What follows belongs to an exercise in optimizing a design on an open flow for small area; a production flow would make more cautious choices. In this exercise RTL edits were held to simulation tests only and were not proved equivalent to the original. Power is estimated from default activity; no workload was simulated.

==> design/flow/design.v <==
`default_nettype none
package pipe_pkg;
   parameter int XLEN = 32;
   typedef enum logic [3:0] {
      ADD    = 4'd0,
      SUB    = 4'd1,
      AND    = 4'd2,
      OR     = 4'd3,
      XOR    = 4'd4,
      SLT    = 4'd5,                                  
      SLL    = 4'd6,
      SRL    = 4'd7,
      PASS_B = 4'd8                                   
   } alu_op_e;
   typedef enum logic [1:0] {
      WB_ALU = 2'd0,
      WB_MEM = 2'd1,
      WB_PC4 = 2'd2
   } wb_sel_e;
   typedef struct packed {
      logic [3:0] mem_write;                          
      logic [3:0] mem_enable;                         
      logic       mem_read;
      wb_sel_e    wb_sel;
      logic [4:0] write_reg_sel;
      logic       write_reg_en;
      logic       halt;
   } ex_ctrl_t;
   typedef struct packed {
      alu_op_e         alu_op;
      logic [XLEN-1:0] reg_data_1;
      logic [XLEN-1:0] reg_data_2;
      logic [XLEN-1:0] imm;
      logic            use_imm;
      ex_ctrl_t        ctrl;
      logic [XLEN-1:0] instruction;
      logic [XLEN-1:0] pc_4;
   } id_ex_t;
   typedef struct packed {
      logic [XLEN-1:0] alu_out;
      logic            z;
      logic            n;
      logic            ofl;
      logic [XLEN-1:0] reg_data_1;
      logic [XLEN-1:0] reg_data_2;
      ex_ctrl_t        ctrl;
      logic [XLEN-1:0] instruction;
      logic [XLEN-1:0] pc_4;
   } ex_mem_t;
   typedef struct packed {
      logic [XLEN-1:0] write_data;
      logic [4:0]      write_reg_sel;
      logic            write_reg_en;
      logic            halt;
      logic [XLEN-1:0] instruction;
   } mem_wb_t;
   localparam logic [XLEN-1:0] NOP_INSTR = {6'b000001, 26'b0};
endpackage
`default_nettype wire
`timescale 1ns/10ps
`default_nettype none
module execute_unit (
   input  pipe_pkg::id_ex_t  id_ex,
   output pipe_pkg::ex_mem_t ex_bundle
);
   logic [pipe_pkg::XLEN-1:0] op_a;
   logic [pipe_pkg::XLEN-1:0] op_b;
   logic [pipe_pkg::XLEN-1:0] result;
   logic [4:0]                shamt;
   logic                      add_ofl;
   logic                      sub_ofl;
   assign op_a  = id_ex.reg_data_1;
   assign op_b  = id_ex.use_imm ? id_ex.imm : id_ex.reg_data_2;
   assign shamt = op_b[4:0];
   always_comb begin
      case (id_ex.alu_op)
         pipe_pkg::ADD: begin
            result = op_a + op_b;
         end
         pipe_pkg::SUB: begin
            result = op_a - op_b;
         end
         pipe_pkg::AND: begin
            result = op_a & op_b;
         end
         pipe_pkg::OR: begin
            result = op_a | op_b;
         end
         pipe_pkg::XOR: begin
            result = op_a ^ op_b;
         end
         pipe_pkg::SLT: begin
            result = {{(pipe_pkg::XLEN-1){1'b0}}, ($signed(op_a) < $signed(op_b))};
         end
         pipe_pkg::SLL: begin
            result = op_a << shamt;
         end
         pipe_pkg::SRL: begin
            result = op_a >> shamt;                   
         end
         pipe_pkg::PASS_B: begin
            result = op_b;
         end
         default: begin
            result = '0;
         end
      endcase
   end
   assign add_ofl = (op_a[pipe_pkg::XLEN-1] == op_b[pipe_pkg::XLEN-1]) &&
                    (result[pipe_pkg::XLEN-1] != op_a[pipe_pkg::XLEN-1]);
   assign sub_ofl = (op_a[pipe_pkg::XLEN-1] != op_b[pipe_pkg::XLEN-1]) &&
                    (result[pipe_pkg::XLEN-1] != op_a[pipe_pkg::XLEN-1]);
   always_comb begin
      ex_bundle.alu_out     = result;
      ex_bundle.z           = (result == '0);
      ex_bundle.n           = result[pipe_pkg::XLEN-1];
      if (id_ex.alu_op == pipe_pkg::ADD) begin
         ex_bundle.ofl = add_ofl;
      end else if (id_ex.alu_op == pipe_pkg::SUB) begin
         ex_bundle.ofl = sub_ofl;
      end else begin
         ex_bundle.ofl = 1'b0;
      end
      ex_bundle.reg_data_1  = id_ex.reg_data_1;
      ex_bundle.reg_data_2  = id_ex.reg_data_2;    
      ex_bundle.ctrl        = id_ex.ctrl;
      ex_bundle.instruction = id_ex.instruction;
      ex_bundle.pc_4        = id_ex.pc_4;
   end
endmodule
`default_nettype wire
`timescale 1ns/10ps
`default_nettype none
module pipe_reg_ex_mem (
   input  logic              clk,
   input  logic              rst_n,
   input  logic              stall,
   input  logic              flush_ex,
   input  pipe_pkg::ex_mem_t ex_bundle,
   output pipe_pkg::ex_mem_t mem_bundle
);
   pipe_pkg::ex_mem_t load_val;
   always_comb begin
      load_val = ex_bundle;
      if (flush_ex) begin
         load_val.ctrl.mem_write    = '0;
         load_val.ctrl.mem_enable   = '0;
         load_val.ctrl.mem_read     = 1'b0;
         load_val.ctrl.write_reg_en = 1'b0;
         load_val.ctrl.halt         = 1'b0;
         load_val.instruction       = pipe_pkg::NOP_INSTR;
      end
   end
   always_ff @(posedge clk) begin
      if (!rst_n) begin
         mem_bundle             <= '0;
         mem_bundle.instruction <= pipe_pkg::NOP_INSTR;
      end else if (!stall) begin                     
         mem_bundle <= load_val;
      end
   end
endmodule
`default_nettype wire
`timescale 1ns/10ps
`default_nettype none
module mem_stage #(
   parameter int DMEM_WORDS = 16
) (
   input  logic              clk,
   input  logic              rst_n,
   input  logic              stall,
   input  pipe_pkg::ex_mem_t mem_bundle,
   output pipe_pkg::mem_wb_t mem_wb
);
   localparam int AW = $clog2(DMEM_WORDS);
   logic [pipe_pkg::XLEN-1:0] dmem [DMEM_WORDS];
   logic [AW-1:0]             word_addr;
   logic [pipe_pkg::XLEN-1:0] rd_word;
   logic [pipe_pkg::XLEN-1:0] lane_mask;
   logic [pipe_pkg::XLEN-1:0] load_data;
   logic [pipe_pkg::XLEN-1:0] wb_data;
   pipe_pkg::mem_wb_t         wb_next;
   assign word_addr = mem_bundle.alu_out[AW+1:2];    
   assign rd_word = dmem[word_addr];
   always_comb begin
      for (int i = 0; i < 4; i++) begin
         lane_mask[8*i +: 8] = {8{mem_bundle.ctrl.mem_enable[i]}};
      end
   end
   assign load_data = rd_word & lane_mask;
   always_ff @(posedge clk) begin
      if (!stall) begin
         for (int i = 0; i < 4; i++) begin
            if (mem_bundle.ctrl.mem_write[i]) begin
               dmem[word_addr][8*i +: 8] <= mem_bundle.reg_data_2[8*i +: 8];
            end
         end
      end
   end
   always_comb begin
      case (mem_bundle.ctrl.wb_sel)
         pipe_pkg::WB_MEM: wb_data = load_data;
         pipe_pkg::WB_PC4: wb_data = mem_bundle.pc_4;
         default:          wb_data = mem_bundle.alu_out;
      endcase
   end
   always_comb begin
      wb_next.write_data    = wb_data;
      wb_next.write_reg_sel = mem_bundle.ctrl.write_reg_sel;
      wb_next.write_reg_en  = mem_bundle.ctrl.write_reg_en;
      wb_next.halt          = mem_bundle.ctrl.halt;
      wb_next.instruction   = mem_bundle.instruction;
   end
   always_ff @(posedge clk) begin
      if (!rst_n) begin
         mem_wb             <= '0;
         mem_wb.instruction <= pipe_pkg::NOP_INSTR;
      end else if (!stall) begin
         mem_wb <= wb_next;
      end
   end
endmodule
`default_nettype wire
`timescale 1ns/10ps
`default_nettype none
module ex_mem_top #(
   parameter int DMEM_WORDS = 16
) (
   input  logic              clk,
   input  logic              rst_n,
   input  logic              stall,
   input  logic              flush_ex,
   input  logic [182:0]      id_ex,                   
   output logic [70:0]       mem_wb                   
);
   pipe_pkg::id_ex_t  id_ex_s;                        
   pipe_pkg::mem_wb_t mem_wb_s;
   assign id_ex_s = id_ex;
   assign mem_wb  = mem_wb_s;
   pipe_pkg::ex_mem_t ex_bundle;                      
   pipe_pkg::ex_mem_t mem_bundle;                     
   execute_unit exec0 (
      .id_ex     (id_ex_s),
      .ex_bundle (ex_bundle)
   );
   pipe_reg_ex_mem exmem0 (
      .clk        (clk),
      .rst_n      (rst_n),
      .stall      (stall),
      .flush_ex   (flush_ex),
      .ex_bundle  (ex_bundle),
      .mem_bundle (mem_bundle)
   );
   mem_stage #(
      .DMEM_WORDS (DMEM_WORDS)
   ) mem0 (
      .clk        (clk),
      .rst_n      (rst_n),
      .stall      (stall),
      .mem_bundle (mem_bundle),
      .mem_wb     (mem_wb_s)
   );
endmodule
`default_nettype wire
==> design/flow/run.sh <==
#!/bin/bash
# synth_recipe.tcl (not shown) runs the flow's synth.tcl, then flattens the netlist and writes it again
# the make line also repeats each setting of config.mk as NAME=value (left out here)
make -C /OpenROAD-flow-scripts/flow DESIGN_CONFIG=/design/flow/config.mk WORK_HOME=/design/flow/orfs CLKGATE_MAP_FILE= SYNTH_SCRIPT=/design/flow/synth_recipe.tcl finish
==> design/flow/config.mk <==
export PLATFORM = sky130hd
export DESIGN_NAME = ex_mem_top
export DESIGN_NICKNAME = ex_mem_top
export VERILOG_FILES = /design/flow/design.v
export SDC_FILE = /design/flow/constraint.sdc
export NUM_CORES = 4
export LEC_CHECK = 0
export CAP_MARGIN = 20
export CORE_MARGIN = 2
export CORE_UTILIZATION = 40
export SLEW_MARGIN = 20
==> design/flow/constraint.sdc <==
create_clock -name core_clock -period 4.5 [get_ports {clk}]
set_input_delay 0.9000 -clock core_clock [delete_from_list [all_inputs] [get_ports {clk}]]
set_output_delay 0.9000 -clock core_clock [all_outputs]
set_load 0.01 [all_outputs]
==> results.txt <==
- The flow ran to the end and the layout has no timing, DRC or antenna violations.
- The critical path's most frequent cell is nand3_1.
- Synthesis produced a netlist with a net count of 3265.
- The final hold slack is 0.458 ns.
- In this run the tightest slew margin relative to its limit is 28.8%.
- The maximum resistive drop on vdd is 0.000267 V.
- The register area share after synthesis is 54.1%.
- The core footprint is 90300 um2.
- The detailed router placed 27100 vias in this run.
- The post-synthesis instance area is 36600 um2.
- The number of nets in the layout is 3721.
- For the final database, setup skew stands at 0.0206 ns.
- The aggregate global-route resource usage is 26.9%.
- In the synthesized netlist the async set-or-reset flop fraction comes to 0%.
- The data arrival at the endpoint of the critical path is 4.80 ns.
- Among all stages on the critical path, the largest delay is contributed by o21ai_0.
- The pre-antenna-repair detailed-routing pass consisted of 6 iterations.
- The vertical die dimension is 306 um.
- In this run the most critical hold path is launched from exmem0.mem_bundle[157].
- The worst setup path category is in2reg.
- The maximum fanout encountered on the critical timing path is 3.
- The capturing element type of the critical path is a flop.
- At the end of routability-driven placement, the weighted congestion stood at 1.01.
- The hold violation total from the final report is 0.
- The number of max-cap violations is 0.
- The total overflow left after global routing is 0.
- The number of synthesis warnings is 3.
- The number of H-tree levels is 3.
- Once the floorplan was initialized, standard cells occupied 40.5% of the core.
- The critical path goes through clkdlybuf4s50_1 > mux2i_4 > inv_2 > ha_1 > inv_1 > fa_1 > nor2b_1 > o221ai_1 > buf_4 > a221oi_1 > buf_4 > nand3_1 > nand3_1 > nand3_1 > o21ai_0 > nor2_1 > a2111oi_0 > nor4b_1.
- The number of rows in the core area is 110.
- The clock root buffer master is clkbuf_16.
- The die is 306 um wide.
- For this run, the slowest stage of the critical path takes 0.51 ns.
- The number of remaining DRC errors is 0.
- The setup violation total in the final timing report is 0.
- At the later pin of the worst-skew pair, clock insertion delay measures 0.63 ns.
- After the first detailed-routing iteration, the DRC count stood at 2466.
- The initial antenna violation count was 3.
- The wire length of the first global-routing pass is 186000 um.
- Subtracting the final worst setup slack from the clock period gives 4.29 ns.
- The post-synthesis area per instance is 12.3 um2.
- In the synthesized netlist the dominant register cell turns out to be edfxtp_1.
- Synthesis inferred 732 register bits.
- The power density normalized to cell area is 366 nW/um2.
- Entering global routing, the biggest net connects 131 pins.
- The mean number of vias per cell is 5.79.
- From synthesis to final layout, the design area changed by 23.3%.
- The leakage power of the design is 15.9 nW.
- Wires add up to 128000 um.
- The clock tree buffer depth is 3.
- After routing the design area is 45100 um2.
- Synthesis handed over a netlist of 2976 instances.
- The count of nets left with antenna violations after detail routing is 0.
- Before CTS, the worst setup slack after placement is -0.364 ns.
- The count of pins over their slew limit is 0.
- By area, the combinational part of the netlist is dominated by multiplexers.
- For this design, the CTS-stage hold fixing added 0 buffers.
- The required time of the worst setup path is 5.01 ns.
- Setup total negative slack on the finished layout was measured at 0 ns.
- The number of synthesized flops with an enable pin is 512.
- After Yosys synthesis, XOR and XNOR cells account for 0.311% of the synthesized area.
- After layout, the worst setup slack is 0.209 ns.
- Buffers inserted during clock tree synthesis total 78.
- Clock-pin slew was measured on the worst setup and hold paths at 0.06 ns.
- Setup repair after global routing left no endpoint under its margin.
- Counting the fill cells in the layout gives 7869.
- The number of different library cells used by synthesis comes to 80.
- The number of global-route vias before repair is 27300.
- The critical path contains buffers and inverters numbering 5 combined.
- The top cell types in the final layout, fill and taps aside, are edfxtp_1 (512), buf_4 (333), clkdlybuf4s50_1 (253).
- After layout, the design draws a total of 16.5 mW.
- In the final layout, the share of cells above drive strength 1 is 19.4%.
- The floorplan die area is 93900 um2.
- Summing the areas of all compound-gate instances in the mapped netlist gives 11.8% of the synthesized area.
- The number of clock sinks seen by CTS is 732.
- At the pin with the least slew margin, the transition time is 1.06 ns.
- The clock tree from TritonCTS is done.
- The detailed-placement wirelength estimate is 97900 um.
- Tracing the worst setup path back leads to its startpoint at id_ex[115].
- The share of synthesized cell area in full adder, half adder and majority cells is 3.53%.
- The mux share of post-synthesis cell area is 16.7%.
- For this run, the top clock speed supported by timing is 233 MHz.
- In this design, the largest share of critical-path delay is due to compound AO/OA/AOI/OAI gates.
- The simple-gate area share of the yosys netlist is 10.0%.
- Buffers placed on the I/O ports in this run total 256.
- Dividing the detail-routed wire length by the instance count gives 27.3 um.
- The worst min-delay path category is reg2reg.
- In this run the cell area measured after placement is 42500 um2.
- The commonest non-fill, non-tap cell in the layout is edfxtp_1.
- Of the available clock period, the critical path in the final layout requires 95.4%.
- STA classifies the critical path startpoint as an input pin.
- 258 I/O pins were placed.
[synth_stat cells (8+ instances only)]
| master | count | area [um2] |
|---|---|---|
| nand4_1 | 11 | 68.8 |
| o22ai_1 | 18 | 113 |
| nor4_1 | 9 | 56.3 |
| mux2i_1 | 208 | 2080 |
| a21o_1 | 13 | 97.6 |
| nand2b_1 | 13 | 81.3 |
| o21ai_0 | 135 | 676 |
| clkbuf_1 | 144 | 541 |
| and2_1 | 43 | 269 |
| a221oi_1 | 24 | 210 |
| buf_2 | 36 | 180 |
| a31oi_1 | 23 | 144 |
| nand3_1 | 38 | 190 |
| a22oi_1 | 60 | 450 |
| or3_1 | 13 | 81.3 |
| a211oi_1 | 28 | 210 |
| nor2b_1 | 165 | 1030 |
| nor3_1 | 32 | 160 |
| and3_1 | 14 | 87.6 |
| buf_1 | 39 | 146 |
| mux4_2 | 171 | 3850 |
| ha_1 | 100 | 1250 |
| o31ai_1 | 14 | 105 |
| edfxtp_1 | 512 | 15400 |
| o21bai_1 | 9 | 67.6 |
| inv_1 | 100 | 375 |
| a21oi_1 | 173 | 866 |
| o221ai_1 | 17 | 149 |
| o211ai_1 | 21 | 158 |
| dfxtp_1 | 220 | 4400 |
| mux2_2 | 12 | 135 |
| xnor2_1 | 12 | 105 |
| a32oi_1 | 36 | 315 |
| a222oi_1 | 8 | 80.1 |
| nand2_1 | 189 | 709 |
| nor2_1 | 219 | 822 |
[layout make-up]
| cell class | count | area [um2] | share of cell area, % |
|---|---|---|---|
| Sequential cell | 732 | 19800 | 43.9 |
| Multi-Input combinational cell | 1919 | 15600 | 34.6 |
| Timing Repair Buffer | 599 | 5270 | 11.7 |
| Clock buffer | 104 | 2140 | 4.75 |
| Tap cell | 1176 | 1470 | 3.26 |
| Clock inverter | 40 | 440 | 0.977 |
| Inverter | 102 | 383 | 0.849 |
| Antenna cell | 4 | 10.0 | 0.0222 |
[report_power, final]
part	switching, mW	internal, mW
logic	1.51	1.15
clock network	2.68	3.73
registers	0.150	7.29
total	4.34	12.2
[flip-flops by register name (all words and copies together), names as in the netlist, named ones only]
| name | count |
|---|---|
| exmem0.mem_bundle | 145 |
| mem0.dmem | 512 |
| mem0.mem_wb | 71 |
[logic make-up (layout without fill, tap and decap cells)]
kind of cell,after synthesis,after routing
multiplexers,393,393
AND/OR/NAND/NOR,761,761
buffers and inverters,325,845
XOR/XNOR,13,13
other,0,4
flip-flops,732,732
adder cells (fa/ha/maj),102,102
AO/OA/AOI/OAI,650,650
[worst min-delay path: cells and delay by family (launching register included)]
family             cells  cell delay [ns]
AOI/OAI and AO/OA      1             0.06
DFF                    1             0.33
and+or+nand+nor        1             0.04
[path summary, 6_finish.rpt]
kind	endpoint	slack [ns]	cells past startpoint
worst min register to register	exmem0.mem_bundle[157]	0.46	2
worst max-delay path	exmem0.mem_bundle[179]	0.21	18
worst min-delay path	exmem0.mem_bundle[157]	0.46	2
worst max register to register	mem0.mem_wb[52]	1.09	8
[through the flow]
| step | util, % | instances |
|---|---|---|
| 3_5_place_dp | 47.1 | 4527 |
| 3_3_place_gp | 47.1 | 4527 |
| 6_report | 49.9 | 4676 |
| 4_1_cts | 49.9 | 4671 |
| 5_1_grt | 49.9 | 4672 |
| 2_1_floorplan | - | 2976 |
[layer usage]
metal | GRT usage (%) | routed length [um]
met1 | 36.3 | 54300
met2 | 43.6 | 59800
met3 | 4.38 | 8520
met4 | 10.2 | 4960
met5 | 0 | 0
[repair_timing]
action	in CTS	in global routing
resized for setup	0	1
setup buffers	0	0
endpoints found under the setup margin	0	1

re-timing with driven ports:
How much do the figures lean on ideal ports? The routed layout below was timed once more, with nothing changed but the port constraints.
Step 1 sets driving cells, clkbuf_16 on the clock port and buf_2 on the other inputs (assumed; they add their load-dependent delay and slew).
Step 2 moves the port delays by t, midway between the first and last clock arrival at a register: inputs arrive t later, outputs are due t later. That takes back most of the time a late clock gives input paths.
a / b / c = no drivers / after step 1 / after step 2; a / b = the first two.
t (ns): 0.694
setup slack, ns: 0.209 / 0.252 / -0.442
pins driven straight from the clock port: 1
Met with ideal ports but missed after step 2: setup timing in this run. For this run, drivers alone change the setup slack by +0.043 ns; drivers and shift together by -0.651 ns.
